This design comes from an exercise in tuning for small area, a short achievable clock period and few clock cycles on the open sky130 flow, not from production work. The RTL was checked by simulation tests, not by an equivalence proof against the original design.

==> job 7164: inputs <==
==> flow/design.v <==
package nnz_pkg;
  localparam int PIXEL_W    = 8;
  localparam int MAX_SCALE  = 4;
  localparam int MAX_LINE_W = 320;
  localparam int MAX_LINES  = 240;
  typedef enum logic [1:0] {
    IDLE = 2'd0,
    LOAD = 2'd1,
    EMIT = 2'd2,
    DONE = 2'd3
  } nnz_state_e;
  function automatic logic cfg_legal(input int scale,
                                     input int width,
                                     input int height,
                                     input int max_scale,
                                     input int max_width,
                                     input int max_height);
    cfg_legal = (scale  >= 1) && (scale  <= max_scale) &&
           (width  >= 1) && (width  <= max_width) &&
           (height >= 1) && (height <= max_height);
  endfunction
endpackage
module nnz_line_buffer #(
  parameter int PIXEL_W = 8,
  parameter int NT      = 17,
  parameter int NM      = 19,
  parameter int TAP_W   = 5
) (
  input  logic               clk,
  input  logic               wr_en,
  input  logic [PIXEL_W-1:0] wr_data,
  input  logic [TAP_W-1:0]   tap_sel,
  output logic [PIXEL_W-1:0] tap_q
);
  localparam int N = NT * NM;
  logic [N*PIXEL_W-1:0] ring_q;
  logic [PIXEL_W-1:0]   tap_data;
  always_ff @(posedge clk) begin
    ring_q <= {(wr_en ? wr_data : ring_q[PIXEL_W-1:0]), ring_q[N*PIXEL_W-1:PIXEL_W]};
  end
  always_comb begin
    tap_data = ring_q[PIXEL_W +: PIXEL_W];
    for (int t = 1; t < NT; t++) begin
      if (tap_sel == TAP_W'(t)) tap_data = ring_q[(t*NM+1)*PIXEL_W +: PIXEL_W];
    end
  end
  always_ff @(posedge clk) begin
    tap_q <= tap_data;
  end
endmodule
module nearest_neighbor_zoom_nx #(
  parameter int PIXEL_W    = nnz_pkg::PIXEL_W,
  parameter int MAX_SCALE  = nnz_pkg::MAX_SCALE,
  parameter int MAX_LINE_W = nnz_pkg::MAX_LINE_W,
  parameter int MAX_LINES  = nnz_pkg::MAX_LINES,
  parameter int SCALE_W    = $clog2(MAX_SCALE + 1),
  parameter int COL_W      = $clog2(MAX_LINE_W + 1),
  parameter int ROW_W      = $clog2(MAX_LINES + 1)
) (
  input  logic               clk,
  input  logic               reset_n,
  input  logic               start,
  input  logic [SCALE_W-1:0] scale,
  input  logic [COL_W-1:0]   src_width,
  input  logic [ROW_W-1:0]   src_height,
  input  logic               in_valid,
  input  logic [PIXEL_W-1:0] in_pixel,
  output logic               in_ready,
  output logic               out_valid,
  output logic [PIXEL_W-1:0] out_pixel,
  input  logic               out_ready,
  output logic               out_eol,
  output logic               busy,
  output logic               done,
  output logic               cfg_err
);
  localparam int NT   = 17;
  localparam int NM   = 19;
  localparam int PW   = 5;
  localparam int RS_W = $clog2(MAX_SCALE);
  function automatic logic [2*PW-1:0] pos_dec(input logic [2*PW-1:0] p);
    if (p[PW-1:0] == '0) begin
      pos_dec = {(p[2*PW-1:PW] == '0) ? PW'(NT - 1) : p[2*PW-1:PW] - PW'(1), PW'(NM - 1)};
    end else begin
      pos_dec = {p[2*PW-1:PW], p[PW-1:0] - PW'(1)};
    end
  endfunction
  localparam logic [2*PW-1:0] POS_TAIL = {PW'(NT - 1), PW'(NM - 1)};
  localparam logic [2*PW-1:0] POS_ONE  = {PW'(0), PW'(1)};
  logic start_legal;
  assign start_legal = nnz_pkg::cfg_legal(32'(scale), 32'(src_width), 32'(src_height),
                                          MAX_SCALE, MAX_LINE_W, MAX_LINES);
  logic               busy_q, done_q, cfg_err_q, go_q;
  logic [SCALE_W-1:0] scale_q;
  logic [COL_W-1:0]   width_q;
  logic [RS_W-1:0]    sm1;           
  logic               s1;            
  logic               w1;            
  logic [PIXEL_W-1:0] ib0_q, ib1_q;
  logic               ibv0_q, ibv1_q;
  logic               in_ready_q;
  logic               em_act_q;
  logic [RS_W-1:0]    rxc_q, ryc_q;
  logic [COL_W-1:0]   colc_q;
  logic [ROW_W-1:0]   rowc_q;
  logic               col_end_q, row_end_q, rep0_q;
  logic               wfirst_q;      
  logic               hw_q;          
  logic               nw_q;          
  logic [2*PW-1:0]    wp_q;          
  logic               wp_zero_q;     
  logic [2*PW-1:0]    p0_q;          
  logic               hv_q;
  logic [PIXEL_W-1:0] h_q;
  logic [2*PW-1:0]    np_q;          
  logic               np_tap_q;      
  logic               mv_q, meol_q, mlast_q;
  logic [PIXEL_W-1:0] mpix_q;
  logic               sv_q, seol_q, slast_q;
  logic [PIXEL_W-1:0] spix_q;
  logic               acc, go;
  logic               push, pop;
  logic               rx_end, ry_end;
  logic               src_ok, emit;
  logic [PIXEL_W-1:0] em_pix;
  logic               em_eol, em_last;
  logic               wr, winit, wr0, wr1;
  logic [PIXEL_W-1:0] wr_data;
  logic               cons_h, ld_h, ld_last;
  logic [PIXEL_W-1:0] tap_q;
  logic               m_load;
  logic               busy_d;
  assign acc  = start && !busy_q;
  assign go   = acc && start_legal;
  assign push = in_valid && in_ready_q;
  assign sm1 = RS_W'(scale_q - SCALE_W'(1));
  assign s1  = (scale_q == SCALE_W'(1));
  assign w1  = (width_q == COL_W'(1));
  assign rx_end = (rxc_q == '0);
  assign ry_end = (ryc_q == '0);
  assign wr0     = !s1 && !hw_q && (wfirst_q ? pop
                                             : (em_act_q && rep0_q && ibv0_q && wp_zero_q));
  assign wr1     = em_act_q && rep0_q && !s1 && ibv1_q && hw_q && !nw_q && !col_end_q && wp_zero_q;
  assign wr      = wr0 || wr1;
  assign winit   = wr0 && wfirst_q;
  assign wr_data = hw_q ? ib1_q : ib0_q;
  assign src_ok = rep0_q ? (ibv0_q && (!rx_end || s1 || hw_q || wfirst_q || wp_zero_q)) : hv_q;
  assign emit   = em_act_q && src_ok && !sv_q;
  assign em_pix  = rep0_q ? ib0_q : h_q;
  assign em_eol  = rx_end && col_end_q;
  assign em_last = em_eol && ry_end && row_end_q;
  assign pop    = emit && rep0_q && rx_end;
  assign cons_h = emit && !rep0_q && rx_end;
  assign ld_h = np_tap_q &&
                (hv_q ? (cons_h && !(col_end_q && ry_end))
                      : (em_act_q && (!rep0_q || (!wfirst_q && !s1))));
  always_comb begin
    if (!hv_q)          ld_last = rep0_q ? w1 : col_end_q;
    else if (col_end_q) ld_last = w1;
    else                ld_last = (colc_q == COL_W'(2));
  end
  nnz_line_buffer #(
    .PIXEL_W (PIXEL_W),
    .NT      (NT),
    .NM      (NM),
    .TAP_W   (PW)
  ) u_line_buffer (
    .clk      (clk),
    .wr_en    (wr),
    .wr_data  (wr_data),
    .tap_sel  (np_q[2*PW-1:PW]),
    .tap_q    (tap_q)
  );
  assign m_load = !mv_q || out_ready;
  always_comb begin
    busy_d = busy_q;
    if (go)          busy_d = 1'b1;
    else if (done_q) busy_d = 1'b0;
  end
  always_ff @(posedge clk or negedge reset_n) begin
    if (!reset_n) begin
      busy_q     <= 1'b0;
      done_q     <= 1'b0;
      cfg_err_q  <= 1'b0;
      go_q       <= 1'b0;
      in_ready_q <= 1'b0;
      ibv0_q     <= 1'b0;
      ibv1_q     <= 1'b0;
      em_act_q   <= 1'b0;
      hv_q       <= 1'b0;
      mv_q       <= 1'b0;
      sv_q       <= 1'b0;
    end else begin
      busy_q     <= busy_d;
      done_q     <= mv_q && out_ready && mlast_q;
      cfg_err_q  <= acc && !start_legal;
      go_q       <= go;
      in_ready_q <= go || (busy_d && !(!pop && (ibv1_q || (ibv0_q && push))));
      if (go_q) begin
        em_act_q <= 1'b1;
      end else if (emit && em_last) begin
        em_act_q <= 1'b0;
      end
      if (ld_h)        hv_q <= 1'b1;
      else if (cons_h) hv_q <= 1'b0;
      if (pop) begin
        if (ibv1_q) ibv1_q <= 1'b0;
        else        ibv0_q <= push;
      end else if (push) begin
        if (ibv0_q) ibv1_q <= 1'b1;
        else        ibv0_q <= 1'b1;
      end
      if (m_load) begin
        mv_q <= sv_q || emit;
        sv_q <= 1'b0;
      end else if (emit) begin
        sv_q <= 1'b1;
      end
    end
  end
  always_ff @(posedge clk) begin
    if (pop) begin
      ib0_q <= ibv1_q ? ib1_q : in_pixel;
    end else if (push && !ibv0_q) begin
      ib0_q <= in_pixel;
    end
    if (push && ibv0_q && !pop) ib1_q <= in_pixel;
    if (!busy_q) begin
      scale_q <= scale;
      width_q <= src_width;
    end
    if (!busy_q) begin
      rowc_q <= src_height;
    end
    if (go_q) begin
      rxc_q     <= sm1;
      ryc_q     <= sm1;
      rep0_q    <= 1'b1;
      colc_q    <= width_q;
      col_end_q <= w1;
      row_end_q <= (rowc_q == ROW_W'(1));
      wfirst_q  <= 1'b1;
    end else if (emit) begin
      if (rx_end) begin
        rxc_q <= sm1;
        if (col_end_q) begin
          colc_q    <= width_q;
          col_end_q <= w1;
          if (ry_end) begin
            ryc_q    <= sm1;
            rep0_q   <= 1'b1;
            wfirst_q <= 1'b1;
            rowc_q    <= rowc_q - ROW_W'(1);
            row_end_q <= (rowc_q == ROW_W'(2));
          end else begin
            ryc_q  <= ryc_q - RS_W'(1);
            rep0_q <= 1'b0;
          end
        end else begin
          colc_q    <= colc_q - COL_W'(1);
          col_end_q <= (colc_q == COL_W'(2));
        end
      end else begin
        rxc_q <= rxc_q - RS_W'(1);
      end
    end
    if (winit) wfirst_q <= 1'b0;
    if (go_q || pop) begin
      hw_q <= !go_q && (nw_q || wr1);
      nw_q <= 1'b0;
    end else begin
      hw_q <= hw_q || wr0;
      nw_q <= nw_q || wr1;
    end
    if (wr) begin
      wp_q      <= {PW'(0), PW'(sm1)};
      wp_zero_q <= 1'b0;
    end else begin
      wp_q      <= pos_dec(wp_q);
      wp_zero_q <= (wp_q == POS_ONE);
    end
    if (winit) p0_q <= POS_TAIL;
    else       p0_q <= pos_dec(p0_q);
    if (ld_h) h_q <= tap_q;
    if (winit) begin
      np_q     <= POS_TAIL;
      np_tap_q <= 1'b0;
    end else if (ld_h) begin
      np_q     <= ld_last ? pos_dec(p0_q) : {np_q[2*PW-1:PW], PW'(sm1)};
      np_tap_q <= 1'b0;
    end else begin
      np_q     <= pos_dec(np_q);
      np_tap_q <= (np_q[PW-1:0] == PW'(1));
    end
    if (m_load) begin
      mpix_q  <= sv_q ? spix_q : em_pix;
      meol_q  <= sv_q ? seol_q : em_eol;
      mlast_q <= sv_q ? slast_q : em_last;
    end else if (emit) begin
      spix_q  <= em_pix;
      seol_q  <= em_eol;
      slast_q <= em_last;
    end
  end
  assign in_ready  = in_ready_q;
  assign out_valid = mv_q;
  assign out_pixel = mpix_q;
  assign out_eol   = meol_q;
  assign busy      = busy_q;
  assign done      = done_q;
  assign cfg_err   = cfg_err_q;
endmodule
==> flow/run.sh <==
#!/bin/bash
# synth_recipe.tcl (not shown) runs the flow's synth.tcl, then flattens the netlist and writes it again
# the make line also repeats each setting of config.mk as NAME=value (left out here)
make -C /OpenROAD-flow-scripts/flow DESIGN_CONFIG=/design/flow/config.mk WORK_HOME=/design/flow/orfs CLKGATE_MAP_FILE= SYNTH_SCRIPT=/design/flow/synth_recipe.tcl finish
==> flow/config.mk <==
export PLATFORM = sky130hd
export DESIGN_NAME = nearest_neighbor_zoom_nx
export DESIGN_NICKNAME = nearest_neighbor_zoom_nx
export VERILOG_FILES = /design/flow/design.v
export SDC_FILE = /design/flow/constraint.sdc
export NUM_CORES = 4
export LEC_CHECK = 0
export CAP_MARGIN = 20
export CORE_MARGIN = 2
export CORE_UTILIZATION = 40
export CTS_CLUSTER_DIAMETER = 70
export CTS_CLUSTER_SIZE = 36
export SETUP_SLACK_MARGIN = 2.7
export SLEW_MARGIN = 20
==> flow/constraint.sdc <==
create_clock -name core_clock -period 5.0 [get_ports {clk}]
set_input_delay 1.0000 -clock core_clock [delete_from_list [all_inputs] [get_ports {clk}]]
set_output_delay 1.0000 -clock core_clock [all_outputs]
set_load 0.01 [all_outputs]
==> job 8247: changes against job 7164 <==
==> flow/flow/run.sh (new file) <==
#!/bin/bash
# The standard layout, with two changes: clock tree synthesis inserts no dummy
# loads, and the port buffers are buf_2 cells. Everything else (synthesis,
# floorplan, power grid, placement, routing) is the standard.sh unchanged.
set -euo pipefail
export CTS_ARGS="-sink_clustering_enable -repair_clock_nets -sink_clustering_size 20 -sink_clustering_max_diameter 45 -sink_clustering_buffer sky130_fd_sc_hd__clkbuf_8 -dont_use_dummy_load"
export BUFFER_PORTS_ARGS="-buffer_cell sky130_fd_sc_hd__buf_2"
bash standard.sh > standard_flow.log 2>&1
==> flow/standard.sh (new file) <==
#!/bin/bash
# synth_recipe.tcl (not shown) runs the flow's synth.tcl, then flattens the netlist and writes it again
# the make line also repeats each setting of config.mk as NAME=value (left out here)
make -C /OpenROAD-flow-scripts/flow DESIGN_CONFIG=/design/flow/config.mk WORK_HOME=/design/flow/orfs CLKGATE_MAP_FILE= SYNTH_SCRIPT=/design/flow/synth_recipe.tcl "${@:-finish}"
- CORE_UTILIZATION: 40 -> 70
- CTS_CLUSTER_DIAMETER: 70 -> 65
- CTS_CLUSTER_SIZE: 36 -> 33
- PLACE_DENSITY: default -> 0.78
removed: flow/run.sh
==> flow_metrics.tcl <==
set metrics [dict create \
    fmax_mhz 429.2 \
    critPathBufInv 1 \
    final.setup_skew_ns 0.04610 \
    comb_power_share 0.065 \
    critical_path.max_fanout 2 \
    post_cts.resized_instances 108 \
    seq_area_frac 0.8362 \
    antenna_cells_inserted 9 \
    via_count 22400 \
    detail_route.vias_per_cell 4.033 \
    outcome "timing/DRC/antenna clean" \
    grt_util_met1 0.1532 \
    cp.depth 1 \
    dieHeight_um 389.8 \
    finalHoldWorstSlack_ns 0.2884 \
    worstSetupPathType "flip-flop to output port" \
    finalWorstPathRequiredPeriod_ns 2.330 \
]
Source of the figures above: job 7164

==> flow_metrics.tcl <==
set metrics [dict create \
    finalWorstPathRequiredPeriod_ns 2.278 \
    dieHeight_um 295.6 \
    detail_route.vias_per_cell 4.912 \
    finalHoldWorstSlack_ns 0.1612 \
    outcome "timing/DRC/antenna clean" \
    final.setup_skew_ns 0.1085 \
    seq_area_frac 0.8603 \
    totalWireLength_um 93240 \
    comb_power_share 0.067 \
    grt_util_met1 0.2899 \
    critPathBufInv 2 \
    post_cts.resized_instances 42 \
    critical_path.max_fanout 17 \
    antenna_cells_inserted 2 \
    via_count 23390 \
]
Source of the figures above: job 8247

Testbench counts of job 7164, summed over its fixed seeds: cycles 646,332.
Testbench counts of job 8247, summed over its fixed seeds: cycles 646,332.

-- separate check: timing with driven ports --
Ports are ideal in the flow. The routed layouts listed here were re-timed in OpenROAD.
Step 1: set_driving_cell puts a clkbuf_16 on clk and a buf_2 on each other input, an assumption about the parent block.
Step 2 times the ports against the registers' clock, not the clock port: input delays grow and output delays shrink by t, the midpoint of the rising clock arrivals with the driver on.
Three values: ideal ports, drivers, drivers and shift; two values: the first two.
run | t (ns) | slack for setup (ns) | latest minus earliest clock arrival (ns)
job 7164 | 0.774 | 2.670 / 2.604 / 2.031 | 0.071 / 0.071
job 8247 | 0.745 | 2.722 / 2.697 / 2.307 | 0.128 / 0.128
After both steps every run listed still meets setup and hold. The setup slack of job 7164, which loses most, moves by -0.066 ns with the drivers and by -0.639 ns with both steps.
